What follows belongs to an exercise in optimizing a design on an open flow for small area, a short achievable clock period and few clock cycles per item; a production flow would make more cautious choices. The RTL was checked by simulation tests, not by an equivalence proof against the original design.

==> flow/design.v (outline; a module is shown in full before it is edited, if it fits) <==
// module css_color_function_to_rgba: 1750 lines
// module cssc_add_hi: 13 lines
module css_color_function_to_rgba (
   input  logic               clock,
   input  logic               reset,
   input  logic               req_valid,
   output logic               req_ready,
   input  logic               req_mode,
   input  logic signed [19:0] req_first_value,
   input  logic signed [19:0] req_second_value,
   input  logic signed [19:0] req_third_value,
   input  logic signed [19:0] req_alpha_value,
   input  logic               req_first_is_percent,
   input  logic               req_second_is_percent,
   input  logic               req_third_is_percent,
   input  logic               req_alpha_is_percent,
   input  logic               req_alpha_given,
   output logic               rsp_valid,
   input  logic               rsp_ready,
   output logic [12:0]        rsp_red_out,
   output logic [12:0]        rsp_green_out,
   output logic [12:0]        rsp_blue_out,
   output logic [12:0]        rsp_alpha_out
);
  // ...
==> flow/flow/run.sh <==
#!/bin/bash
set -euo pipefail
bash standard.sh synth > flow_synth.log 2>&1
sed -e 's/SETUP_SLACK_MARGIN=[0-9.]* /SETUP_SLACK_MARGIN=6.6 "BUFFER_PORTS_ARGS=-buffer_cell sky130_fd_sc_hd__buf_1" /' standard.sh > standard_tight.sh
grep -q 'SETUP_SLACK_MARGIN=6.6 "BUFFER_PORTS_ARGS' standard_tight.sh
bash standard_tight.sh > flow_layout.log 2>&1
==> flow/standard.sh <==
#!/bin/bash
# synth_recipe.tcl (not shown) runs the flow's synth.tcl, then flattens the netlist and writes it again
# the make line also repeats each setting of config.mk as NAME=value (left out here)
make -C /OpenROAD-flow-scripts/flow DESIGN_CONFIG=/design/flow/config.mk WORK_HOME=/design/flow/orfs CLKGATE_MAP_FILE= SYNTH_SCRIPT=/design/flow/synth_recipe.tcl "${@:-finish}"
==> flow/config.mk <==
export PLATFORM = sky130hd
export DESIGN_NAME = css_color_function_to_rgba
export DESIGN_NICKNAME = css_color_function_to_rgba
export VERILOG_FILES = /design/flow/design.v
export SDC_FILE = /design/flow/constraint.sdc
export NUM_CORES = 4
export LEC_CHECK = 0
export CAP_MARGIN = 20
export CORE_MARGIN = 2
export CORE_UTILIZATION = 65
export SETUP_SLACK_MARGIN = 5
export SLEW_MARGIN = 20
export SYNTH_HIERARCHICAL = 1
==> flow/constraint.sdc <==
create_clock -name core_clock -period 11.0 [get_ports {clock}]
set_input_delay 2.2000 -clock core_clock [delete_from_list [all_inputs] [get_ports {clock}]]
set_output_delay 2.2000 -clock core_clock [all_outputs]
set_load 0.01 [all_outputs]
==> results_dict.tcl, run 1 <==
set metrics [dict create \
    die-area_um2 66100 \
    grt_setup_unrepaired "yes" \
    crit_type "flop to flop" \
    dr_vias 32250 \
    signal_buffers 413 \
    grt-ovfl-total 0 \
    critPathCapture "o_ff[43]" \
    critPathMaxFanout 4 \
    grt_antenna_before_repair 1 \
    worst_path_dominant_cell_family "adder cells" \
    critical_path_required_ns 11.34 \
    gr-usage-met2 0.4864 \
    ff_latch_area_um2 11940 \
    period_minus_slack_ns 4.505 \
    cts_buffers 43 \
    clkCellAreaFrac 0.03021 \
    wl_met2_um 47830 \
    timing.hold.worst_path_depth 0 \
    fp.dieH_um 257.1 \
    syn_area_um2 41640 \
    top_usage_layer "met2" \
    biggestCellCategory "multi-input gates" \
    max_stage_delay_ns 0.50 \
    dr_wl_met3_um 5686 \
    cts-root-buf "sky130_fd_sc_hd__clkbuf_16" \
    timing.critical_path.depth 19 \
    post_dp_cell_area_um2 42810 \
    startpoint_type "flop" \
    final_total_negative_setup_slack_ns 0 \
    num_io_pins 144 \
    synthesis.area_per_instance_um2 9.789 \
    crit_path_top_delay_cell "sky130_fd_sc_hd__fa_1" \
    holdPathEnd "b2_ff[0]" \
    finalInstanceArea_um2 47300 \
    num-clock-buffers 51 \
    run_status "no timing/DRC/antenna violations" \
    core_area_um2 63200 \
    clkSinkCount 400 \
    fin_hold_ws_ns 0.4126 \
    clock_latency_ns 0.59 \
]
Testbench counts, summed over its fixed seeds: cycles 16,040, items 16,000.
==> run 2: changes to the inputs <==
--- a/flow/design.v
+++ b/flow/design.v
@@ -17,58 +17,66 @@
    input  logic               rsp_ready,
    output logic [12:0]        rsp_red_out,
    output logic [12:0]        rsp_green_out,
    output logic [12:0]        rsp_blue_out,
    output logic [12:0]        rsp_alpha_out
 );
    logic        en;
    logic        v0, v1, v2, v3;
-   logic        ov, sv, rdy;
-   logic        take_o;
+   logic [1:0]  cnt;
+   logic        ne, full, rdy;
+   logic        rd, wr;
+   logic        push, pop;
+   logic [1:0]  cnt_nx;
    logic [51:0] data3;
-   logic [51:0] o_ff, s_ff;
-   assign en        = !sv;
+   logic [51:0] q0_ff, q1_ff;
+   logic [51:0] rsp;
+   assign en        = !full;
    assign req_ready = rdy;
-   assign take_o    = !ov || rsp_ready;
+   assign push      = en && v3;
+   assign pop       = ne && rsp_ready;
+   assign cnt_nx    = cnt + {1'b0, push} - {1'b0, pop};
    always_ff @(posedge clock) begin
       if (reset) begin
-         v0 <= 1'b0;
-         v1 <= 1'b0;
-         v2 <= 1'b0;
-         v3 <= 1'b0;
-         ov <= 1'b0;
-         sv <= 1'b0;
-         rdy <= 1'b1;
+         v0   <= 1'b0;
+         v1   <= 1'b0;
+         v2   <= 1'b0;
+         v3   <= 1'b0;
+         cnt  <= 2'd0;
+         ne   <= 1'b0;
+         full <= 1'b0;
+         rdy  <= 1'b1;
+         rd   <= 1'b0;
+         wr   <= 1'b0;
       end else begin
          if (en) begin
             v0 <= req_valid;
             v1 <= v0;
             v2 <= v1;
             v3 <= v2;
          end
-         if (take_o) begin
-            ov  <= sv || v3;
-            sv  <= 1'b0;
-            rdy <= 1'b1;
-         end else if (en && v3) begin
-            sv  <= 1'b1;
-            rdy <= 1'b0;
-         end
+         cnt  <= cnt_nx;
+         ne   <= cnt_nx != 2'd0;
+         full <= cnt_nx == 2'd2;
+         rdy  <= cnt_nx != 2'd2;
+         if (push) wr <= !wr;
+         if (pop)  rd <= !rd;
       end
    end
    always_ff @(posedge clock) begin
-      if (take_o) o_ff <= sv ? s_ff : data3;
-      if (!take_o && en) s_ff <= data3;
+      if (push && !wr) q0_ff <= data3;
+      if (push && wr)  q1_ff <= data3;
    end
-   assign rsp_valid     = ov;
-   assign rsp_red_out   = o_ff[51:39];
-   assign rsp_green_out = o_ff[38:26];
-   assign rsp_blue_out  = o_ff[25:13];
-   assign rsp_alpha_out = o_ff[12:0];
+   assign rsp           = rd ? q1_ff : q0_ff;
+   assign rsp_valid     = ne;
+   assign rsp_red_out   = rsp[51:39];
+   assign rsp_green_out = rsp[38:26];
+   assign rsp_blue_out  = rsp[25:13];
+   assign rsp_alpha_out = rsp[12:0];
    logic        pc1, pc2, pc3;
    logic [4:0]  a_hi, a_lo;
    logic [6:0]  hi_t;
    logic [7:0]  t_sum;
    always_comb begin
       a_hi = req_first_value[19:15];
       a_lo = req_first_value[14:10];
       case (a_hi)
==> run 2 against run 1 <==
Compared with the run above:
- count of clock-buffer cells in the layout down 2
- design area shrank 1.0%
- final cell count decreased by 1.2%
- largest cell class unchanged
- critical path type unchanged
==> results_dict.tcl, run 2 <==
set metrics [dict create \
    critPathMaxFanout 5 \
    n_fill_cell 4617 \
    crit_start "lmx1[1]" \
    detail-route-antenna-nets 0 \
    worst_path_dominant_cell_family "compound AO/OA/AOI/OAI gates" \
    initial_utilization 0.6557 \
    die-area_um2 65430 \
    grt_antenna_before_repair 1 \
    grt_setup_unrepaired "yes" \
    yosys_warnings 7 \
    drt_pre_antenna_iters 8 \
    detailedPlacementHpwl_um 72690 \
    critical_path.reg2reg.startpoint "lmx1[1]" \
    crit_path_top_delay_cell "sky130_fd_sc_hd__edfxtp_1" \
    core_area_um2 62850 \
    syn_area_um2 41210 \
    ctsLongestPathBuffers 3 \
    holdCritPathClass "flop to flop" \
    setup_slack_ns 6.518 \
    drive_above_1_share 0.1552 \
    tritoncts "yes" \
    timing.final.hold_violations 0 \
    cp_cell_sequence "buf_6 > nand2_4 > xnor3_1 > xor2_1 > xnor2_1 > maj3_2 > maj3_2 > xnor2_2 > xor2_1 > ha_1 > a21oi_2 > o21ai_4 > a211oi_2 > o31ai_4 > a221o_1 > a21oi_2 > xnor2_1" \
    period_minus_slack_ns 4.482 \
    rr_worst_depth 17 \
    dr_vias 31750 \
    port-buffer-count 143 \
    avgRoutedWirePerCell_um 18.64 \
    startpoint_type "flop" \
    grt_pass1_vias 30630 \
    num-nets-final 5159 \
    clkTransAtPathRegs_ns 0.07 \
    run_status "no timing/DRC/antenna violations" \
    clkSinkCount 404 \
    wirelength_um 100800 \
    num_io_pins 144 \
    pre_cts_setup_slack_ns 6.133 \
    area.growth.synth_to_final_pct 13.62 \
    tightest_slew_ns 1.131 \
    drtIter0Drc 2339 \
    path_buf_inv 1 \
    final_cell_mix "420 x sky130_fd_sc_hd__nand2_1, 393 x sky130_fd_sc_hd__edfxtp_1, 390 x sky130_fd_sc_hd__inv_1, 381 x sky130_fd_sc_hd__ha_1, 346 x sky130_fd_sc_hd__xnor2_1" \
    largestRegisters "q0_ff x52, q1_ff x52, r0_v1 x18" \
    floorplan.die.width_um 255.8 \
    r2r_setup_slack_ns 6.52 \
    synthesis.area_per_instance_um2 9.828 \
    layout_commonest_cell "sky130_fd_sc_hd__nand2_1" \
    cts_max_level 2 \
    worst_clock_skew_ns 0.02017 \
    synthCells 4193 \
    place_congestion 1.016 \
    r2r-end "e2_ff[7]" \
    max_stage_delay_ns 0.50 \
    cts-root-buf "sky130_fd_sc_hd__clkbuf_16" \
    post_dp_cell_area_um2 42440 \
    critical_path_required_ns 11.36 \
    post_drt_via_cell_ratio 5.870 \
    clock_latency_ns 0.61 \
    global_route_wire_length_before_repair_um 160100 \
    worst_slew_margin_rel 0.2433 \
    finalInstanceArea_um2 46820 \
    max_freq_mhz 223.1 \
    std_cell_rows 92 \
    diodes 0 \
    grt-ovfl-total 0 \
    cts_buffers 45 \
    setup_viol_count_final 0 \
    max-cap-violations 0 \
    grt_start_max_net_pins 174 \
    final.period_utilization 0.4074 \
    crit_type "flop to flop" \
    worstSetupEndpointType "flop" \
    fp.dieH_um 255.8 \
    maxSlewViolCount 0 \
    timing.critical_path.arrival_ns 4.84 \
    final_total_negative_setup_slack_ns 0 \
    critPathCapture "e2_ff[7]" \
    globalRouteTotalUtil 0.3018 \
    timing.critical_path.depth 17 \
    detail_route.drc_violations 0 \
]
==> run 2: layout make-up <==
cell class	count	area [um2]	share of cell area
multi-input cells	3283	28100	0.6001
clock buffers	49	1141	0.02437
flip-flops and latches	404	12020	0.2568
inverters	397	1494	0.03191
clock inverters	35	419.2	0.008952
well taps	846	1059	0.02261
repair buffers	394	2589	0.05529
==> run 2: worst reg2reg max path: cells and delay by family, from the launching register on <==
kind / cells / cell delay, ns
compound gates: 6 / 1.31
simple gates: 1 / 0.05
xor+xnor: 6 / 1.14
fa+ha+maj: 3 / 1.06
buf+inv: 1 / 0.17
flops: 1 / 0.50
==> run 2: worst min-delay path by stage <==
stage,start,to,slack [ns],cells past startpoint
after floorplan,a1_ff[0],a2_ff[0],0.40,0
after global placement,a2_ff[2],a3_ff[2],0.40,0
after detailed placement,a1_ff[1],a2_ff[1],0.40,0
after CTS,x1_ff[13],x2_ff[13],0.39,0
after global routing,x1_ff[13],x2_ff[13],0.40,0
final,x1_ff[13],x2_ff[13],0.40,0
==> run 2: repair_timing <==
action / in CTS / in global routing
gates resized for setup: 23 / 163
cloned: 1 / 0
hold buffers: 0 / 0
buffers inserted: 161 / 78
endpoints found under the setup margin: 59 / 85
pin swaps: 9 / 83
==> run 2: metal layers <==
metal / routed length (um) / GRT usage / vias up / share of wire
met4: 3219 / 0.09974 / 2 / 0.032
met1: 44830 / 0.4194 / 15140 / 0.44
met3: 6033 / 0.03803 / 194 / 0.060
li1: - / - / 15350 / -
met2: 46720 / 0.4915 / 1057 / 0.46
met5: 13 / 0 / - / 0.00013
==> run 2: through the flow <==
step | util | instances | hold WS [ns]
CTS | 0.7229 | 5329 | 0.3901
global placement | 0.6753 | 5083 | 0.4005
detailed placement | 0.6753 | 5083 | 0.4045
finish | 0.7450 | 5408 | 0.3977
floorplan | - | 4229 | 0.4003
global route | 0.7450 | 5408 | 0.4011
Testbench counts of run 2, summed over its fixed seeds: cycles 16,040, items 16,000.
==> run 3: changes to the inputs <==
--- a/flow/config.mk
+++ b/flow/config.mk
@@ -12,2 +12 @@
 export SLEW_MARGIN = 20
-export SYNTH_HIERARCHICAL = 1
==> run 3 against run 2 <==
Compared with the run above:
- setup slack worse by 0.34 ns
- still clean on timing, DRC and antenna
- hold slack better by 0.011 ns
- routed wire length is 2.9% lower
- core utilization grew 1.3 points
- largest cell class unchanged
- design area shrank 2.9%
- sequential share of layout area rose by 0.76 points
- area after synthesis decreased by 4.7%
- flip-flop and latch count unchanged
- register-to-register slack worse by 0.34 ns
- synthesized cell count shrank 4.3%
==> results_dict.tcl, run 3 <==
set metrics [dict create \
    layout_commonest_cell "sky130_fd_sc_hd__inv_1" \
    clock_latency_ns 0.59 \
    cts_buffers 46 \
    num-nets-final 4997 \
    fin_hold_ws_ns 0.4089 \
    wirelength_um 97910 \
    std_cell_rows 90 \
    core_area_um2 60020 \
    diodes 0 \
    synth_sequential_area_ratio 0.3061 \
    yosys-top-cells-count "436 x sky130_fd_sc_hd__inv_1, 417 x sky130_fd_sc_hd__xnor2_1, 393 x sky130_fd_sc_hd__edfxtp_1" \
    tightest_slew_ns 0.9893 \
    maxSlewViolCount 0 \
    port-buffer-count 143 \
    globalRouteTotalUtil 0.3045 \
    period_minus_slack_ns 4.817 \
    clkTransAtPathRegs_ns 0.07 \
    multi_input_gate_area_um2 26300 \
    dr_vias 30530 \
    max_freq_mhz 207.6 \
    synth_edf_count 393 \
    cts-root-buf "sky130_fd_sc_hd__clkbuf_16" \
    crit_type "flop to flop" \
    yosys_register_bits 404 \
    grt-ovfl-total 0 \
    synthArstFlopShare 0 \
    initial_utilization 0.6543 \
    grt_setup_unrepaired "yes" \
    tritoncts "yes" \
    detail-route-antenna-nets 0 \
    run_status "no timing/DRC/antenna violations" \
    die-area_um2 62400 \
    startpoint_type "flop" \
    global_route_wire_length_before_repair_um 152900 \
    wl_met2_um 46440 \
    yosys_warnings 1 \
    worst_clock_skew_ns 0.02207 \
    fp.dieH_um 249.8 \
    post_drt_via_cell_ratio 5.871 \
    dr_wl_met3_um 6370 \
    finalInstanceArea_um2 45480 \
    detailedPlacementHpwl_um 67860 \
    detail_route.drc_violations 0 \
    ff_latch_area_um2 12020 \
    top_signal_layer_used "met4" \
    clkSinkCount 404 \
    holdCritPathClass "flop to flop" \
    synthCells 4013 \
    syn_area_um2 39270 \
    timing.final.hold_violations 0 \
    num_io_pins 144 \
    worst_slew_margin_rel 0.3346 \
    drive_above_1_share 0.1679 \
    area.growth.synth_to_final_pct 15.82 \
    flip_flop_cell_with_the_highest_count_after_synthesis "sky130_fd_sc_hd__edfxtp_1" \
    grt_start_max_net_pins 75 \
    yosys-top-cells-area "sky130_fd_sc_hd__edfxtp_1 30%, sky130_fd_sc_hd__ha_1 12%, sky130_fd_sc_hd__xnor2_1 9.3%" \
    final_total_negative_setup_slack_ns 0 \
    drt_pre_antenna_iters 6 \
    n_fill_cell 4229 \
    avgRoutedWirePerCell_um 18.83 \
    synthesis.area_per_instance_um2 9.786 \
    floorplan.die.width_um 249.8 \
    place_congestion 0.9463 \
    cell_with_the_most_instances_after_synthesis "sky130_fd_sc_hd__inv_1" \
    synth_largest_area_cell "sky130_fd_sc_hd__edfxtp_1" \
    max-cap-violations 0 \
    critPathMaxFanout 9 \
    largestRegisters "q0_ff x52, q1_ff x52, r0_v1 x18" \
    post_dp_cell_area_um2 40430 \
    yosysUniqueCellTypes 90 \
    grt_pass1_vias 29500 \
    final_cell_mix "428 x sky130_fd_sc_hd__inv_1, 393 x sky130_fd_sc_hd__edfxtp_1, 370 x sky130_fd_sc_hd__xnor2_1, 368 x sky130_fd_sc_hd__nand2_1, 346 x sky130_fd_sc_hd__ha_1" \
    routedLengthMet1_um 41580 \
    postCtsHoldBufs 0 \
    critical_path_required_ns 11.34 \
    grt_antenna_before_repair 1 \
    synth.top_cell.area_share 0.3005 \
    cts_max_level 2 \
    worstSetupEndpointType "flop" \
    timing.critical_path.arrival_ns 5.15 \
    drtIter0Drc 2272 \
    final.period_utilization 0.4379 \
    setup_viol_count_final 0 \
    ctsLongestPathBuffers 3 \
]
[run 3: cell type report]
| cell class | instances | share of cell area |
|---|---|---|
| sequential | 404 | 0.2643 |
| clock inverter | 28 | 0.005859 |
| clock buffer | 56 | 0.02613 |
| inverter | 437 | 0.03623 |
| multi-input combinational | 3030 | 0.5781 |
| tap | 782 | 0.02151 |
| timing repair buffer | 463 | 0.06781 |
[run 3: kinds of logic after synthesis]
| family | synth area share |
|---|---|
| and+or+nand+nor | 0.1139 |
| DFF | 0.3061 |
| xor gates and xnor gates | 0.1409 |
| buffers and inverters | 0.05735 |
| muxes | 0.03008 |
| adders and majority gates | 0.2440 |
| AOI/OAI and AO/OA | 0.1076 |
[run 3: final timing paths]
path / slack (ns) / from / endpoint / depth (start not counted)
min reg2reg: 0.41 / b1_ff[0] / b2_ff[0] / 0
min: 0.41 / b1_ff[0] / b2_ff[0] / 0
max reg2reg: 6.18 / lmx1[7] / e2_ff[11] / 18
max: 6.18 / lmx1[7] / e2_ff[11] / 18
[run 3: worst max-delay path, stage by stage, from the launching register on]
cell,delay [ns]
sky130_fd_sc_hd__edfxtp_1,0.38
sky130_fd_sc_hd__buf_4,0.20
sky130_fd_sc_hd__and2_1,0.20
sky130_fd_sc_hd__xor2_1,0.18
sky130_fd_sc_hd__xnor2_1,0.17
sky130_fd_sc_hd__buf_4,0.16
sky130_fd_sc_hd__maj3_1,0.40
sky130_fd_sc_hd__maj3_2,0.38
sky130_fd_sc_hd__xnor2_2,0.15
sky130_fd_sc_hd__xnor2_1,0.18
sky130_fd_sc_hd__maj3_1,0.38
sky130_fd_sc_hd__ha_1,0.34
sky130_fd_sc_hd__nand3_1,0.11
sky130_fd_sc_hd__nor3_2,0.07
sky130_fd_sc_hd__or3_4,0.42
sky130_fd_sc_hd__o21a_1,0.22
sky130_fd_sc_hd__o41a_1,0.42
sky130_fd_sc_hd__a21oi_2,0.16
sky130_fd_sc_hd__xnor2_1,0.07
[run 3: metal layers]
metal | vias up | track usage
met4 | 0 | 0.1055
met5 | - | 0
met2 | 1049 | 0.5035
met3 | 234 | 0.03692
li1 | 14610 | -
met1 | 14630 | 0.4159
[run 3: timing repair]
| action | CTS | global route |
|---|---|---|
| cloned | 1 | 0 |
| gates resized for setup | 84 | 185 |
| pin swaps | 62 | 101 |
| setup buffers | 236 | 67 |
| setup endpoints to repair | 86 | 98 |
[run 3: stage by stage]
stage,cells,util,setup WS [ns]
floorplan,4013,-,4.999
global placement,4812,0.6736,5.827
detailed placement,4812,0.6736,5.829
CTS,5133,0.7339,6.255
global route,5200,0.7578,5.983
finish,5200,0.7578,6.183
==> run 4: changes to the inputs <==
==> flow/run.sh (new file) <==
#!/bin/bash
# synth_recipe.tcl (not shown) runs the flow's synth.tcl, then flattens the netlist and writes it again
# the make line also repeats each setting of config.mk as NAME=value (left out here)
make -C /OpenROAD-flow-scripts/flow DESIGN_CONFIG=/design/flow/config.mk WORK_HOME=/design/flow/orfs CLKGATE_MAP_FILE= SYNTH_SCRIPT=/design/flow/synth_recipe.tcl finish
--- a/flow/config.mk
+++ b/flow/config.mk
@@ -12 +12,2 @@
 export SLEW_MARGIN = 20
+export SYNTH_HIERARCHICAL = 1
removed: flow/flow/run.sh
removed: flow/standard.sh
==> run 4 against run 3 <==
Compared with the run above:
- critical endpoint is now q1_ff[43]
- largest cell class unchanged
- flip-flop and latch count stayed put
- maximum frequency is 2.7% lower
- non-clock buffer count is 305 lower
- hold slack better by 0.0035 ns
- still clean
==> results_dict.tcl, run 4 <==
set metrics [dict create \
    layout_commonest_cell "sky130_fd_sc_hd__nand2_1" \
    finalInstanceArea_um2 44930 \
    timing.final.hold_violations 0 \
    synthCells 4193 \
    setup_viol_count_final 0 \
    num_io_pins 144 \
    final_cell_mix "424 x sky130_fd_sc_hd__nand2_1, 398 x sky130_fd_sc_hd__ha_1, 393 x sky130_fd_sc_hd__inv_1, 393 x sky130_fd_sc_hd__edfxtp_1, 383 x sky130_fd_sc_hd__xnor2_1" \
    worst_slew_margin_rel 0.2666 \
    grt_antenna_before_repair 0 \
    tightest_slew_ns 1.098 \
    crit_type "flop to flop" \
    n_fill_cell 4742 \
    max_freq_mhz 202.1 \
    path_common_cell "sky130_fd_sc_hd__fa_1" \
    num-nets-final 4922 \
    period_minus_slack_ns 4.949 \
    synthesis.area_per_instance_um2 9.828 \
    max-cap-violations 0 \
    clock_latency_ns 0.60 \
    run_status "no timing/DRC/antenna violations" \
    clkSinkCount 404 \
    largestRegisters "q0_ff x52, q1_ff x52, r0_v1 x18" \
    post-cts-setup-buffers 0 \
    post_drt_via_cell_ratio 5.910 \
    dr_vias 30540 \
    routedLengthMet1_um 42520 \
    ctsLongestPathBuffers 3 \
    grt_setup_unrepaired "no" \
    core_area_um2 62850 \
    grt-ovfl-total 0 \
    detail_route.drc_violations 0 \
    critical_path_required_ns 11.46 \
    postCtsHoldBufs 0 \
    cts-root-buf "sky130_fd_sc_hd__clkbuf_16" \
    final_cells 5167 \
    avgRoutedWirePerCell_um 18.06 \
    grt_pass1_vias 29370 \
    detail-route-antenna-nets 0 \
    die-area_um2 65430 \
    final.period_utilization 0.4499 \
    globalRouteTotalUtil 0.2850 \
    drive_above_1_share 0.07568 \
    place_congestion 0.9449 \
    area.growth.synth_to_final_pct 9.033 \
    max_stage_delay_ns 0.74 \
    initial_utilization 0.6557 \
    clkTransAtPathRegs_ns 0.06 \
    critPathMaxFanout 6 \
    holdCritPathClass "flop to flop" \
    floorplan.die.width_um 255.8 \
    timing.critical_path.arrival_ns 5.41 \
    cts_buffers 44 \
    crit_path_top_delay_cell "sky130_fd_sc_hd__o21ai_0" \
    std_cell_rows 92 \
    grt_start_max_net_pins 160 \
    yosys_warnings 7 \
    dr_wl_met3_um 5074 \
    setup_slack_ns 6.051 \
    global_route_wire_length_before_repair_um 152500 \
    wl_met2_um 43080 \
    cp_cell_sequence "inv_1 > fa_1 > fa_1 > fa_1 > inv_1 > ha_1 > a21oi_1 > nor2b_1 > o22ai_1 > nor3_1 > xnor2_1 > a22oi_1 > o21ai_0 > mux2_2" \
    worst_clock_skew_ns 0.03959 \
    cts_repair_resize_count 0 \
    worstSetupEndpointType "flop" \
    top_signal_layer_used "met4" \
    fp.dieH_um 255.8 \
    startpoint_type "flop" \
    dp.cells 5087 \
    wirelength_um 93290 \
    drtIter0Drc 2021 \
    pre_cts_setup_slack_ns 5.789 \
    post_dp_cell_area_um2 43330 \
    drt_pre_antenna_iters 5 \
    cts_max_level 2 \
    detailedPlacementHpwl_um 71860 \
    maxSlewViolCount 0 \
    final_total_negative_setup_slack_ns 0 \
    port-buffer-count 143 \
    tritoncts "yes" \
    diodes 0 \
    syn_area_um2 41210 \
]
## run 4: cell types whose count changed in the layout (fill, tap and decap cells not counted), sizes merged, moves of 31 or more
cell	previous run	this run
buf	459	15
clkdlybuf4s50	0	143
o21ai	135	188
nand2	379	428
conb	0	38
inv	439	401
ha	367	398
## run 4: final cells by class
| class | count | area (um2) | share of cell area |
|---|---|---|---|
| multi-input combinational | 3283 | 27200 | 0.6054 |
| clock buffer | 48 | 1116 | 0.02484 |
| inverter | 397 | 1494 | 0.03325 |
| tap | 846 | 1059 | 0.02356 |
| timing repair buffer | 158 | 1569 | 0.03492 |
| clock inverter | 31 | 467.9 | 0.01041 |
| sequential | 404 | 12020 | 0.2676 |
## run 4: path summary, 6_finish.rpt
| path | startpoint | end | slack (ns) | cells after the start |
|---|---|---|---|---|
| worst min register to register | x1_ff[3] | x2_ff[3] | 0.41 | 0 |
| worst max register to register | f3_ff[8] | q1_ff[43] | 6.05 | 14 |
| worst min-delay path | x1_ff[3] | x2_ff[3] | 0.41 | 0 |
| worst max-delay path | f3_ff[8] | q1_ff[43] | 6.05 | 14 |
## run 4: worst max-delay path, delay by kind of cell, from the launching register on
kind | cells | cell delay, ns
and+or+nand+nor | 2 | 0.55
adders and majority gates | 4 | 1.77
DFF | 1 | 0.52
AOI/OAI and AO/OA | 4 | 1.24
muxes | 1 | 0.31
buffers and inverters | 2 | 0.16
xor gates and xnor gates | 1 | 0.25
## run 4: per-layer routing
metal	vias up	track usage
met5	-	0
met4	0	0.08480
met3	143	0.03001
met2	899	0.4647
met1	14580	0.4033
li1	14910	-
## run 4: metrics by stage
step,utilization,hold slack (ns)
after global placement,0.6893,0.4011
after detailed placement,0.6893,0.4045
final,0.7149,0.4123
after floorplan,-,0.4003
after CTS,0.7145,0.4117
after global routing,0.7149,0.4206
==> run 5: changes to the inputs <==
==> flow/flow/run.sh (new file) <==
#!/bin/bash
# Layout flow: the standard flow (standard.sh) with these differences in
# the layout steps after the standard synthesis:
#  - the buffer that placement puts on every input and output port is
#    sky130_fd_sc_hd__buf_1 (the repair steps resize it where needed).
# The clock, constraints and synthesis (standard.sh synth) are the standard ones.
set -euo pipefail
bash standard.sh synth > flow_synth.log 2>&1
sed -e 's/SETUP_SLACK_MARGIN=[0-9.]* /SETUP_SLACK_MARGIN=6.6 "BUFFER_PORTS_ARGS=-buffer_cell sky130_fd_sc_hd__buf_1" /' standard.sh > standard_cts.sh
sed -e 's/SETUP_SLACK_MARGIN=[0-9.]* /SETUP_SLACK_MARGIN=6.9 "BUFFER_PORTS_ARGS=-buffer_cell sky130_fd_sc_hd__buf_1" /' standard.sh > standard_route.sh
grep -q 'SETUP_SLACK_MARGIN=6.6 "BUFFER_PORTS_ARGS' standard_cts.sh
grep -q 'SETUP_SLACK_MARGIN=6.9 "BUFFER_PORTS_ARGS' standard_route.sh
bash standard_cts.sh cts > flow_cts.log 2>&1
bash standard_route.sh > flow_route.log 2>&1
==> flow/standard.sh (new file) <==
#!/bin/bash
# synth_recipe.tcl (not shown) runs the flow's synth.tcl, then flattens the netlist and writes it again
# the make line also repeats each setting of config.mk as NAME=value (left out here)
make -C /OpenROAD-flow-scripts/flow DESIGN_CONFIG=/design/flow/config.mk WORK_HOME=/design/flow/orfs CLKGATE_MAP_FILE= SYNTH_SCRIPT=/design/flow/synth_recipe.tcl "${@:-finish}"
removed: flow/run.sh
==> run 5 against run 4 <==
Compared with the run above:
- still clean
- non-clock buffer count up 336
- clock skew down 0.017 ns
- via count rose by 6.9%
- register-to-register slack improved by 0.45 ns
- core utilization rose by 6.4 points
- global-route usage up 1.7 points
- largest cell class unchanged
==> results_dict.tcl, run 5 <==
set metrics [dict create \
    run_status "no timing/DRC/antenna violations" \
    grt_antenna_before_repair 0 \
    detail_route.drc_violations 0 \
    floorplan.die.width_um 255.8 \
    final_total_negative_setup_slack_ns 0 \
    diodes 0 \
    period_minus_slack_ns 4.502 \
    holdCritPathClass "flop to flop" \
    ctsLongestPathBuffers 3 \
    finalInstanceArea_um2 48970 \
    holdPathEnd "x2_ff[13]" \
    yosys_warnings 7 \
    avgRoutedWirePerCell_um 19.35 \
    syn_area_um2 41210 \
    grt-ovfl-total 0 \
    initial_utilization 0.6557 \
    multi_input_gate_area_um2 29360 \
    dp.cells 5083 \
    clkTransAtPathRegs_ns 0.07 \
    cts-root-buf "sky130_fd_sc_hd__clkbuf_16" \
    final_cell_mix "410 x sky130_fd_sc_hd__nand2_1, 393 x sky130_fd_sc_hd__edfxtp_1, 383 x sky130_fd_sc_hd__inv_1, 358 x sky130_fd_sc_hd__ha_1, 315 x sky130_fd_sc_hd__xnor2_1" \
    n_fill_cell 4213 \
    worstSetupEndpointType "flop" \
    grt_setup_unrepaired "yes" \
    drive_above_1_share 0.2139 \
    tritoncts "yes" \
    detail-route-antenna-nets 0 \
    setup_viol_count_final 0 \
    globalRouteTotalUtil 0.3018 \
    grt_start_max_net_pins 174 \
    cts_max_level 2 \
    rr_worst_depth 17 \
    post_dp_cell_area_um2 42440 \
    crit_path_top_delay_cell "sky130_fd_sc_hd__edfxtp_1" \
    worst_clock_skew_ns 0.02303 \
    final.period_utilization 0.4093 \
    post_drt_via_cell_ratio 5.925 \
    timing.critical_path.arrival_ns 4.86 \
    global_route_wire_length_before_repair_um 160100 \
    cts_buffers 45 \
    largestRegisters "q0_ff x52, q1_ff x52, r0_v1 x18" \
    max_stage_delay_ns 0.50 \
    critical_path_required_ns 11.36 \
    startpoint_type "flop" \
    final_cells 5508 \
    fp.dieH_um 255.8 \
    crit_type "flop to flop" \
    drtIter0Drc 2733 \
    clkSinkCount 404 \
    finalCoreUtilization 0.7792 \
    r2r-end "e2_ff[7]" \
    timing.final.hold_violations 0 \
    clock_latency_ns 0.62 \
    timing.hold.worst.start "x1_ff[13]" \
    dr_vias 32630 \
    core_area_um2 62850 \
    synthesis.area_per_instance_um2 9.828 \
    maxSlewViolCount 0 \
    drt_pre_antenna_iters 8 \
    critical_path.reg2reg.startpoint "lmx1[1]" \
    ff_latch_area_um2 12020 \
    die-area_um2 65430 \
    place_congestion 1.016 \
    layout_commonest_cell "sky130_fd_sc_hd__nand2_1" \
    max_freq_mhz 222.1 \
    timing.hold.worst_path_depth 0 \
    tightest_slew_ns 1.358 \
    wirelength_um 106600 \
    synthCells 4193 \
    grt_pass1_vias 30630 \
    cp_cell_sequence "buf_6 > nand2_4 > xnor3_1 > xor2_1 > xnor2_1 > maj3_2 > maj3_2 > xnor2_2 > xor2_1 > ha_1 > a21oi_2 > o21ai_4 > a211oi_2 > o31ai_4 > a221o_1 > a21oi_2 > xnor2_1" \
    postCtsHoldBufs 0 \
    num_io_pins 144 \
    detailedPlacementHpwl_um 72690 \
    critPathMaxFanout 5 \
    r2r_setup_slack_ns 6.50 \
    area.growth.synth_to_final_pct 18.84 \
    num-nets-final 5259 \
    std_cell_rows 92 \
    max-cap-violations 0 \
    port-buffer-count 143 \
    worst_slew_margin_rel 0.09287 \
]
## run 5: changes by cell type in the layout (fill, tap and decap cells not counted), sizes merged
cell           change
buf              +473
clkinvlp           -3
bufinv             -3
clkdlybuf4s50    -143
clkbuf             +7
inv                +1
clkinv             +9
## run 5: stage by stage
stage               setup WS, ns  hold slack, ns
floorplan                  4.998          0.4003
CTS                        6.552          0.3901
finish                     6.498          0.3923
global placement           6.213          0.4005
global route               6.350          0.4004
detailed placement         6.133          0.4045
## run 5: final cells by class
type                    count  share of cell area
clock buffers              49             0.02330
clock inverters            35            0.008559
inverters                 397             0.03051
multi-input cells        3283              0.5995
flip-flops and latches    404              0.2455
well taps                 846             0.02161
repair buffers            494             0.07105
## run 5: critical path: cells and delay by family (launching register included)
family                     cells  cell delay, ns
buffers and inverters          1            0.17
DFF                            1            0.50
adders and majority gates      3            1.07
xor gates and xnor gates       6            1.15
and+or+nand+nor                1            0.05
AOI/OAI and AO/OA              6            1.30
## run 5: worst max path at each step
stage                  start        to  cells past startpoint  slack [ns]
floorplan               full  q1_ff[0]                      3        5.00
global placement    g1_ff[8]  e2_ff[7]                     15        6.21
detailed placement  g1_ff[8]  e2_ff[7]                     16        6.13
CTS                 g1_ff[7]  e2_ff[7]                     17        6.55
global route         lmx1[7]  e2_ff[7]                     18        6.35
finish               lmx1[1]  e2_ff[7]                     17        6.50
## run 5: what timing repair did
| item | in CTS | in global routing |
|---|---|---|
| cloned | 1 | 3 |
| gates resized for setup | 23 | 451 |
| setup buffers | 161 | 175 |
| endpoints found under the setup margin | 59 | 206 |
| pin swaps | 9 | 207 |
## run 5: routing by layer
metal / vias up / part of all wire / track usage / routed length, um
li1: 15530 / - / - / -
met1: 15580 / 0.43 / 0.4194 / 45780
met2: 1266 / 0.47 / 0.4915 / 49840
met3: 253 / 0.066 / 0.03803 / 7033
met4: 0 / 0.037 / 0.09974 / 3942
met5: - / 0 / 0 / 0

[re-timing with driven ports]
In the flow no input, the clock included, has a driving cell. The finished layouts below were timed again as built, in two steps. Step 1 (the two cells are an assumption about what drives the block):
set clk [get_ports {clock}]
set_driving_cell -lib_cell sky130_fd_sc_hd__clkbuf_16 $clk
set_driving_cell -lib_cell sky130_fd_sc_hd__buf_2 [delete_from_list [all_inputs] $clk]
Step 2 adds t to the input delays and takes it off the output delays; t is the mean of the earliest and latest rising clock arrival at the registers after step 1. Input paths then give back, and output paths get back, about the clock's delay inside the block. Three values: ideal, step 1, step 2; two values: the first two.
run | t, ns | setup slack, ns | clock arrival spread, ns | slew at the worst register clock pin (ns)
run 1 | 0.648 | 6.495 / 6.495 / 6.319 | 0.015 / 0.016 | 0.07 / 0.07
run 2 | 0.670 | 6.518 / 6.518 / 6.223 | 0.022 / 0.022 | 0.07 / 0.07
run 3 | 0.642 | 6.183 / 6.183 / 6.183 | 0.027 / 0.028 | 0.07 / 0.07
run 4 | 0.647 | 6.051 / 6.051 / 5.765 | 0.043 / 0.043 | 0.07 / 0.07
run 5 | 0.672 | 6.498 / 6.498 / 6.434 | 0.025 / 0.026 | 0.07 / 0.07
After both steps setup and hold are still met in every run listed. For run 2, which loses most, drivers alone change the setup slack by 0.000 ns; drivers and shift together by -0.295 ns.
